This design comes from an exercise in tuning for small area, a short achievable clock period and few clock cycles on the open sky130 flow, not from production work.
Where RTL was checked, it was by simulation tests only, not by an equivalence proof against the original.
No activity file was given, so power comes from the tool's default toggle rates.

==> inputs of build 29 <==
==> flow/design.v (excerpt) <==
module weight_binner #(
  parameter int                             NUM_BINS         = 16,   
  parameter int                             BIN_DEPTH        = 8,
  parameter int                             BLOCK_WEIGHTS    = 64,
  parameter logic [binning_pkg::ADDR_W-1:0] DRAM_BASE        = 32'h8000_0000,
  parameter int                             BIN_REGION_BYTES = 1024
) (
  input  wire                             Clk,
  input  wire                             arst_n,
  input  wire                             stream_valid,
  input  wire [binning_pkg::WEIGHT_W-1:0] stream_data,
  output logic                            stream_ready,
  input  wire                             start,
  output logic                            done,
  output logic                            bus_cmd_req,
  output logic [binning_pkg::ADDR_W-1:0]  bus_cmd_addr,
  output logic [binning_pkg::LEN_W-1:0]   bus_cmd_len,
  output logic [binning_pkg::WEIGHT_W-1:0] wr_beat_data,
  output logic                            wr_beat_sof_n,
  output logic                            wr_beat_eof_n,
  output logic                            wr_beat_src_rdy_n,
  input  wire                             cmd_ack,
  input  wire                             cmd_cmplt,
  input  wire                             dst_rdy_n
);
make LEC_CHECK=0 ABC_CLOCK_PERIOD_IN_PS=3000 CAP_MARGIN=20 CORE_MARGIN=2 CORE_UTILIZATION=55 CTS_CLUSTER_DIAMETER=70 CTS_CLUSTER_SIZE=25 SETUP_SLACK_MARGIN=5.0 SLEW_MARGIN=20 finish   # period 8.0 ns
run.sh (not shown) runs the stock make flow with config.mk's settings and CLKGATE_MAP_FILE= SYNTH_SCRIPT=/design/flow/synth_recipe.tcl, a recipe that flattens the netlist after the stock synthesis.
==> build 21 (differences from build 29) <==
--- a/flow/design.v
+++ b/flow/design.v
@@ -73,13 +73,11 @@
   localparam int NW = DW + 1;              
   localparam int FQ = 2;                   
   localparam int GL = 8;                   
   localparam int GH = NS / GL;
   logic          busy;
-  logic          ready_q;      
-  logic          nrdy_q;       
-  logic          ready_nxt;
+  logic          ready_q;
   logic [GH-1:0] a_hi;         
   logic [GL-1:0] a_lo;
   logic          a_last;       
   logic          a_prev;       
   logic [NS-1:0] a_sel;
@@ -96,38 +94,26 @@
   logic [BW-1:0] f_bin;
   logic [KW-1:0] f_k;
   logic [BW-1:0] fq_bin [FQ];
   logic [KW-1:0] fq_k   [FQ];
   logic [1:0]    fq_n;
-  assign accept = stream_valid && !nrdy_q;
+  assign accept = stream_valid && ready_q;
   assign a_last = a_hi[GH-1] && a_lo[GL-1];
   assign a_prev = a_hi[GH-1] && a_lo[GL-2];
   assign take   = accept && !a_last;
   assign peek   = busy && stream_valid && a_last && !last_seen &&
                   (3'(fq_n) + 3'(f_v) < 3'(FQ));
   assign proc   = take || peek;
   assign p_bin  = stream_data[WW-1 -: BW];
   assign stream_ready = ready_q;
-  always_comb begin
-    if (start && !busy) begin
-      ready_nxt = 1'b1;
-    end else if (a_last) begin
-      ready_nxt = last_fired && !last_taken && nrdy_q && !(hv && h_sel[NS-1]);
-    end else begin
-      ready_nxt = busy && !(take && a_prev) &&
-                  (3'(fq_n) - 3'(ld_q) + 3'(f_v && !ld_fill) + 3'(take) < 3'(FQ));
-    end
-  end
   logic [SW-1:0] cnt [NUM_BINS];    
   logic [SW-1:0] p_cnt;
   logic          fill;
   assign p_cnt = cnt[p_bin];
   assign fill  = proc && (p_cnt[DW-1:0] == DW'(BIN_DEPTH - 1));
-  logic          req_q;        
-  logic          nreq_q;       
+  logic          req_q;
   logic [BW-1:0] cb_bin;
-  logic [BW-1:0] cb_bin_s;     
   logic [KW-1:0] cb_k;
   logic [NW-1:0] cb_n;
   logic          cb_taken;     
   logic          await_cmplt;
   logic [NUM_BINS-1:0] rmask;  
@@ -159,13 +145,13 @@
       res_bin = res_bin | ({BW{res_oh[b]}} & BW'(b));
       res_k   = res_k | ({KW{res_oh[b]}} & cnt[b][SW-1:DW]);
       res_n   = res_n | ({DW{res_oh[b]}} & cnt[b][DW-1:0]);
     end
   end
-  assign ld_q      = nreq_q && (fq_n != 2'd0);
-  assign ld_fill   = nreq_q && (fq_n == 2'd0) && f_v;
-  assign ld_res    = nreq_q && (fq_n == 2'd0) && !f_v && last_seen && !rdone && res_found;
+  assign ld_q      = !req_q && (fq_n != 2'd0);
+  assign ld_fill   = !req_q && (fq_n == 2'd0) && f_v;
+  assign ld_res    = !req_q && (fq_n == 2'd0) && !f_v && last_seen && !rdone && res_found;
   assign bus_cmd_req  = req_q;
   assign bus_cmd_addr = DRAM_BASE + AW'(cb_bin) * AW'(BIN_REGION_BYTES) +
                         AW'(cb_k) * AW'(BIN_DEPTH * 4);
   assign bus_cmd_len  = LW'({cb_n, 2'b00});
   logic [WW-1:0] slot  [NS-1];
@@ -188,15 +174,13 @@
   logic          h_sof;
   logic          h_eof;
   logic [BW-1:0] h_bin;
   logic          out_v;
   logic          open_q;        
-  logic          src_rdy_o;    
-  logic          src_rdy_n_q;  
-  logic          out_sof_n;    
-  logic          out_eof_n;
+  logic          src_rdy_n_q;
   logic [WW-1:0] out_data;
+  logic          out_sof;
   logic          out_eof;
   logic          xfer;
   logic          out_take;
   logic          head_take;
   logic          pb_load;
@@ -205,11 +189,11 @@
   logic          out_v_nxt;
   logic          cmd_xfer;
   assign avail = {last_seen && !last_fired, valid & ~({(NS-1){ht_q}} & h_sel[NS-2:0])};
   always_comb begin
     for (int i = 0; i < NS; i++) begin
-      snap[i] = avail[i] && (((i == NS - 1) ? last_bin : slot[i][WW-1 -: BW]) == cb_bin_s);
+      snap[i] = avail[i] && (((i == NS - 1) ? last_bin : slot[i][WW-1 -: BW]) == cb_bin);
     end
     below = match << 1;
     for (int d = 1; d < NS; d = d * 2) begin
       below = below | (below << d);
     end
@@ -231,20 +215,20 @@
       h_data[WW-BW-1:0] = h_data[WW-BW-1:0] |
         ({(WW-BW){h_sel[i]}} & ((i == NS - 1) ? stream_data[WW-BW-1:0] : slot[i][WW-BW-1:0]));
     end
   end
   assign xfer      = !src_rdy_n_q && !dst_rdy_n;
-  assign cmd_xfer  = !nreq_q && cmd_ack;
+  assign cmd_xfer  = req_q && cmd_ack;
   assign out_take  = hv && (!out_v || xfer);
   assign head_take = (pb_left != '0) && (!hv || out_take);
-  assign pb_load   = (pb_left == '0) && !nreq_q && !cb_taken;
+  assign pb_load   = (pb_left == '0) && req_q && !cb_taken;
   assign open_nxt  = (open_q && !(xfer && out_eof)) || cmd_xfer;
   assign out_v_nxt = out_take || (out_v && !xfer);
   assign wr_beat_data      = out_data;
-  assign wr_beat_sof_n     = out_sof_n;
-  assign wr_beat_eof_n     = out_eof_n;
-  assign wr_beat_src_rdy_n = !src_rdy_o;
+  assign wr_beat_sof_n     = !out_sof;
+  assign wr_beat_eof_n     = !out_eof;
+  assign wr_beat_src_rdy_n = src_rdy_n_q;
   always_ff @(posedge Clk) begin
     if (take) begin
       for (int i = 0; i < NS - 1; i++) begin
         if (a_sel[i]) slot[i] <= stream_data;
       end
@@ -268,10 +252,23 @@
       end else if (ld_q && q < FQ - 1) begin
         fq_bin[q] <= fq_bin[q+1];
         fq_k[q]   <= fq_k[q+1];
       end
     end
+    if (ld_q) begin
+      cb_bin <= fq_bin[0];
+      cb_k   <= fq_k[0];
+      cb_n   <= NW'(BIN_DEPTH);
+    end else if (ld_fill) begin
+      cb_bin <= f_bin;
+      cb_k   <= f_k;
+      cb_n   <= NW'(BIN_DEPTH);
+    end else if (ld_res) begin
+      cb_bin <= res_bin;
+      cb_k   <= res_k;
+      cb_n   <= NW'(res_n);
+    end
     if (pb_load) begin
       pb_bin <= cb_bin;
     end
     if (head_take) begin
       h_hi  <= cand_hi;
@@ -279,87 +276,62 @@
       h_sof <= pb_first;
       h_eof <= (pb_left == NW'(1));
       h_bin <= pb_bin;
     end
     if (out_take) begin
-      out_eof <= h_eof;
-    end
-  end
-  always_ff @(posedge Clk or negedge arst_n) begin
-    if (!arst_n) begin
-      cb_bin    <= '0;
-      cb_k      <= '0;
-      cb_n      <= '0;
-      out_data  <= '0;
-      out_sof_n <= 1'b0;
-      out_eof_n <= 1'b0;
-    end else begin
-      if (ld_q) begin
-        cb_bin <= fq_bin[0];
-        cb_k   <= fq_k[0];
-        cb_n   <= NW'(BIN_DEPTH);
-      end else if (ld_fill) begin
-        cb_bin <= f_bin;
-        cb_k   <= f_k;
-        cb_n   <= NW'(BIN_DEPTH);
-      end else if (ld_res) begin
-        cb_bin <= res_bin;
-        cb_k   <= res_k;
-        cb_n   <= NW'(res_n);
-      end
-      if (out_take) begin
-        out_data  <= h_data;
-        out_sof_n <= !h_sof;
-        out_eof_n <= !h_eof;
-      end
+      out_data <= h_data;
+      out_sof  <= h_sof;
+      out_eof  <= h_eof;
     end
   end
   always_ff @(posedge Clk or negedge arst_n) begin
     if (!arst_n) begin
       busy        <= 1'b0;
       ready_q     <= 1'b0;
-      nrdy_q      <= 1'b1;
       a_hi        <= GH'(1);
       a_lo        <= GL'(1);
       last_seen   <= 1'b0;
       last_fired  <= 1'b0;
       last_taken  <= 1'b0;
       f_v         <= 1'b0;
       fq_n        <= '0;
       req_q       <= 1'b0;
-      nreq_q      <= 1'b1;
       cb_taken    <= 1'b0;
       await_cmplt <= 1'b0;
       rmask       <= '0;
       rdone       <= 1'b0;
-      cb_bin_s    <= '0;
       valid       <= '0;
       match       <= '0;
       ht_q        <= 1'b0;
       pb_left     <= '0;
       pb_first    <= 1'b0;
       hv          <= 1'b0;
       out_v       <= 1'b0;
       open_q      <= 1'b0;
       src_rdy_n_q <= 1'b1;
-      src_rdy_o   <= 1'b0;
       done        <= 1'b0;
     end else begin
-      done    <= 1'b0;
-      ready_q <= ready_nxt;
-      nrdy_q  <= !ready_nxt;
+      done <= 1'b0;
       if (start && !busy) begin
         busy    <= 1'b1;
+        ready_q <= 1'b1;
         a_hi    <= GH'(1);
         a_lo    <= GL'(1);
         rmask   <= '1;
         rdone   <= 1'b0;
       end else begin
         if (take) begin
           a_lo <= {a_lo[GL-2:0], a_lo[GL-1]};
           if (a_lo[GL-1]) a_hi <= {a_hi[GH-2:0], a_hi[GH-1]};
         end
+        if (a_last) begin
+          ready_q <= last_fired && !last_taken && !ready_q &&
+                     !(hv && h_sel[NS-1]);
+        end else begin
+          ready_q <= busy && !(take && a_prev) &&
+                     (3'(fq_n) - 3'(ld_q) + 3'(f_v && !ld_fill) + 3'(take) < 3'(FQ));
+        end
         if (accept && a_last) begin
           last_taken <= 1'b1;
         end
         if (peek) begin
           last_seen <= 1'b1;
@@ -367,37 +339,28 @@
       end
       fq_n <= fq_n + 2'(f_v && !ld_fill) - 2'(ld_q);
       f_v  <= fill;
       if (cmd_xfer) begin
         req_q       <= 1'b0;
-        nreq_q      <= 1'b1;
         await_cmplt <= 1'b1;
       end
       if (cmd_cmplt) begin
         await_cmplt <= 1'b0;
       end
       if (ld_q || ld_fill || ld_res) begin
         req_q    <= 1'b1;
-        nreq_q   <= 1'b0;
         cb_taken <= 1'b0;
-      end else if (nreq_q && fq_n == 2'd0 && !f_v && last_seen && !rdone && !res_found) begin
+      end else if (!req_q && fq_n == 2'd0 && !f_v && last_seen && !rdone && !res_found) begin
         rdone <= 1'b1;
       end
       if (ld_res) begin
         rmask <= rmask & ~res_oh;
       end
-      if (ld_q) begin
-        cb_bin_s <= fq_bin[0];
-      end else if (ld_fill) begin
-        cb_bin_s <= f_bin;
-      end else if (ld_res) begin
-        cb_bin_s <= res_bin;
-      end
       if (pb_load) begin
         cb_taken <= 1'b1;
       end
-      if (busy && rdone && nreq_q && await_cmplt && cmd_cmplt) begin
+      if (busy && rdone && !req_q && await_cmplt && cmd_cmplt) begin
         done       <= 1'b1;
         busy       <= 1'b0;
         last_seen  <= 1'b0;
         last_fired <= 1'b0;
         last_taken <= 1'b0;
@@ -428,10 +391,9 @@
         end
       end
       out_v       <= out_v_nxt;
       open_q      <= open_nxt;
       src_rdy_n_q <= !(open_nxt && out_v_nxt);
-      src_rdy_o   <= open_nxt && out_v_nxt;
     end
   end
 endmodule
 `default_nettype wire
Settings changed: CORE_UTILIZATION 55 to 50, CTS_CLUSTER_DIAMETER 70 to 60, CTS_CLUSTER_SIZE 25 to 20, SETUP_SLACK_MARGIN 5.0 to 4.8.
==> trial 74 (differences from build 29) <==
--- a/flow/design.v
+++ b/flow/design.v
@@ -87,10 +87,11 @@
   logic [BW-1:0] last_bin;
   logic          last_fired;   
   logic          last_taken;
   logic          accept;
   logic          take;         
+  logic          take_q;       
   logic          peek;         
   logic          proc;         
   logic [BW-1:0] p_bin;
   logic          f_v;          
   logic [BW-1:0] f_bin;
@@ -188,12 +189,12 @@
   logic          h_sof;
   logic          h_eof;
   logic [BW-1:0] h_bin;
   logic          out_v;
   logic          open_q;        
-  logic          src_rdy_o;    
   logic          src_rdy_n_q;  
+  logic          src_rdy_q;    
   logic          out_sof_n;    
   logic          out_eof_n;
   logic [WW-1:0] out_data;
   logic          out_eof;
   logic          xfer;
@@ -230,26 +231,24 @@
     for (int i = 0; i < NS; i++) begin
       h_data[WW-BW-1:0] = h_data[WW-BW-1:0] |
         ({(WW-BW){h_sel[i]}} & ((i == NS - 1) ? stream_data[WW-BW-1:0] : slot[i][WW-BW-1:0]));
     end
   end
-  assign xfer      = !src_rdy_n_q && !dst_rdy_n;
+  assign xfer      = src_rdy_q && !dst_rdy_n;
   assign cmd_xfer  = !nreq_q && cmd_ack;
   assign out_take  = hv && (!out_v || xfer);
   assign head_take = (pb_left != '0) && (!hv || out_take);
   assign pb_load   = (pb_left == '0) && !nreq_q && !cb_taken;
   assign open_nxt  = (open_q && !(xfer && out_eof)) || cmd_xfer;
   assign out_v_nxt = out_take || (out_v && !xfer);
   assign wr_beat_data      = out_data;
   assign wr_beat_sof_n     = out_sof_n;
   assign wr_beat_eof_n     = out_eof_n;
-  assign wr_beat_src_rdy_n = !src_rdy_o;
+  assign wr_beat_src_rdy_n = src_rdy_n_q;
   always_ff @(posedge Clk) begin
-    if (take) begin
-      for (int i = 0; i < NS - 1; i++) begin
-        if (a_sel[i]) slot[i] <= stream_data;
-      end
+    for (int i = 0; i < NS - 1; i++) begin
+      if (a_sel[i]) slot[i] <= stream_data;
     end
     if (peek) begin
       last_bin <= p_bin;
     end
     if (start && !busy) begin
@@ -268,10 +267,23 @@
       end else if (ld_q && q < FQ - 1) begin
         fq_bin[q] <= fq_bin[q+1];
         fq_k[q]   <= fq_k[q+1];
       end
     end
+    if (ld_q) begin
+      cb_bin <= fq_bin[0];
+      cb_k   <= fq_k[0];
+      cb_n   <= NW'(BIN_DEPTH);
+    end else if (ld_fill) begin
+      cb_bin <= f_bin;
+      cb_k   <= f_k;
+      cb_n   <= NW'(BIN_DEPTH);
+    end else if (ld_res) begin
+      cb_bin <= res_bin;
+      cb_k   <= res_k;
+      cb_n   <= NW'(res_n);
+    end
     if (pb_load) begin
       pb_bin <= cb_bin;
     end
     if (head_take) begin
       h_hi  <= cand_hi;
@@ -279,40 +291,14 @@
       h_sof <= pb_first;
       h_eof <= (pb_left == NW'(1));
       h_bin <= pb_bin;
     end
     if (out_take) begin
-      out_eof <= h_eof;
-    end
-  end
-  always_ff @(posedge Clk or negedge arst_n) begin
-    if (!arst_n) begin
-      cb_bin    <= '0;
-      cb_k      <= '0;
-      cb_n      <= '0;
-      out_data  <= '0;
-      out_sof_n <= 1'b0;
-      out_eof_n <= 1'b0;
-    end else begin
-      if (ld_q) begin
-        cb_bin <= fq_bin[0];
-        cb_k   <= fq_k[0];
-        cb_n   <= NW'(BIN_DEPTH);
-      end else if (ld_fill) begin
-        cb_bin <= f_bin;
-        cb_k   <= f_k;
-        cb_n   <= NW'(BIN_DEPTH);
-      end else if (ld_res) begin
-        cb_bin <= res_bin;
-        cb_k   <= res_k;
-        cb_n   <= NW'(res_n);
-      end
-      if (out_take) begin
-        out_data  <= h_data;
-        out_sof_n <= !h_sof;
-        out_eof_n <= !h_eof;
-      end
+      out_data <= h_data;
+      out_sof_n <= !h_sof;
+      out_eof_n <= !h_eof;
+      out_eof   <= h_eof;
     end
   end
   always_ff @(posedge Clk or negedge arst_n) begin
     if (!arst_n) begin
       busy        <= 1'b0;
@@ -333,17 +319,18 @@
       rdone       <= 1'b0;
       cb_bin_s    <= '0;
       valid       <= '0;
       match       <= '0;
       ht_q        <= 1'b0;
+      take_q      <= 1'b0;
       pb_left     <= '0;
       pb_first    <= 1'b0;
       hv          <= 1'b0;
       out_v       <= 1'b0;
       open_q      <= 1'b0;
       src_rdy_n_q <= 1'b1;
-      src_rdy_o   <= 1'b0;
+      src_rdy_q   <= 1'b0;
       done        <= 1'b0;
     end else begin
       done    <= 1'b0;
       ready_q <= ready_nxt;
       nrdy_q  <= !ready_nxt;
@@ -400,11 +387,12 @@
         busy       <= 1'b0;
         last_seen  <= 1'b0;
         last_fired <= 1'b0;
         last_taken <= 1'b0;
       end
-      ht_q <= head_take;
+      ht_q   <= head_take;
+      take_q <= take;
       if (pb_load) begin
         pb_left  <= cb_n;
         pb_first <= 1'b1;
         match    <= snap;
       end else if (head_take) begin
@@ -419,19 +407,19 @@
         end
       end else if (out_take) begin
         hv <= 1'b0;
       end
       for (int i = 0; i < NS - 1; i++) begin
-        if (take && a_sel[i]) begin
+        if (take_q && a_sel[i+1]) begin
           valid[i] <= 1'b1;
         end else if (ht_q && h_sel[i]) begin
           valid[i] <= 1'b0;
         end
       end
       out_v       <= out_v_nxt;
       open_q      <= open_nxt;
       src_rdy_n_q <= !(open_nxt && out_v_nxt);
-      src_rdy_o   <= open_nxt && out_v_nxt;
+      src_rdy_q   <= open_nxt && out_v_nxt;
     end
   end
 endmodule
 `default_nettype wire
Settings changed: CAP_MARGIN 20 to 5, CTS_CLUSTER_DIAMETER 70 to 80, CTS_CLUSTER_SIZE 25 to 24, SLEW_MARGIN 20 to 5.
==> run notes <==
- Against build 21, the critical path depth of trial 74 is lower by 6.
- Between build 21 and build 29, the lower non-clock buffer count is in build 21 (gap 104).
- In build 29 the core utilization is higher than in build 21, by 6.2 points.
- The highest flip-flop and latch count belongs to trial 74, the lowest to build 21.
- In build 29 the die area is lower than in trial 74, by 0.47%.
- Wire length: trial 74 < build 21 < build 29.
- Clock power, highest first: build 21, build 29, trial 74.
Testbench counts of build 21, summed over its fixed seeds: cycles 41,938.
Testbench counts of trial 74, summed over its fixed seeds: cycles 41,938.
Only the layout flow was run in build 29; the RTL was not checked for function there.

## re-timing with driven ports
No port has a modelled driver above. Below, the same layouts with a new extraction and two added sets of constraints. Step 1: set_driving_cell puts a clkbuf_16 on Clk and a buf_2 on each other input, an assumption about the parent block. Step 2 also shifts input and output timing later by t, the mid clock arrival at the registers, as if the neighbouring blocks saw the same clock. a / b / c = ideal ports / drivers / drivers and shift; a / b = the first two.
run	t, ns	setup slack, ns	worst hold slack (ns)
build 29	0.903	4.808 / 4.681 / 3.778	0.426 / 0.426 / 0.426
build 21	0.927	4.665 / 4.665 / 3.829	0.425 / 0.425 / 0.425
trial 74	0.889	4.816 / 4.721 / 3.963	0.415 / 0.415 / 0.415
After both steps setup and hold are still met in every run listed. For build 29, which loses most, drivers alone change the setup slack by -0.127 ns; drivers and shift together by -1.030 ns.
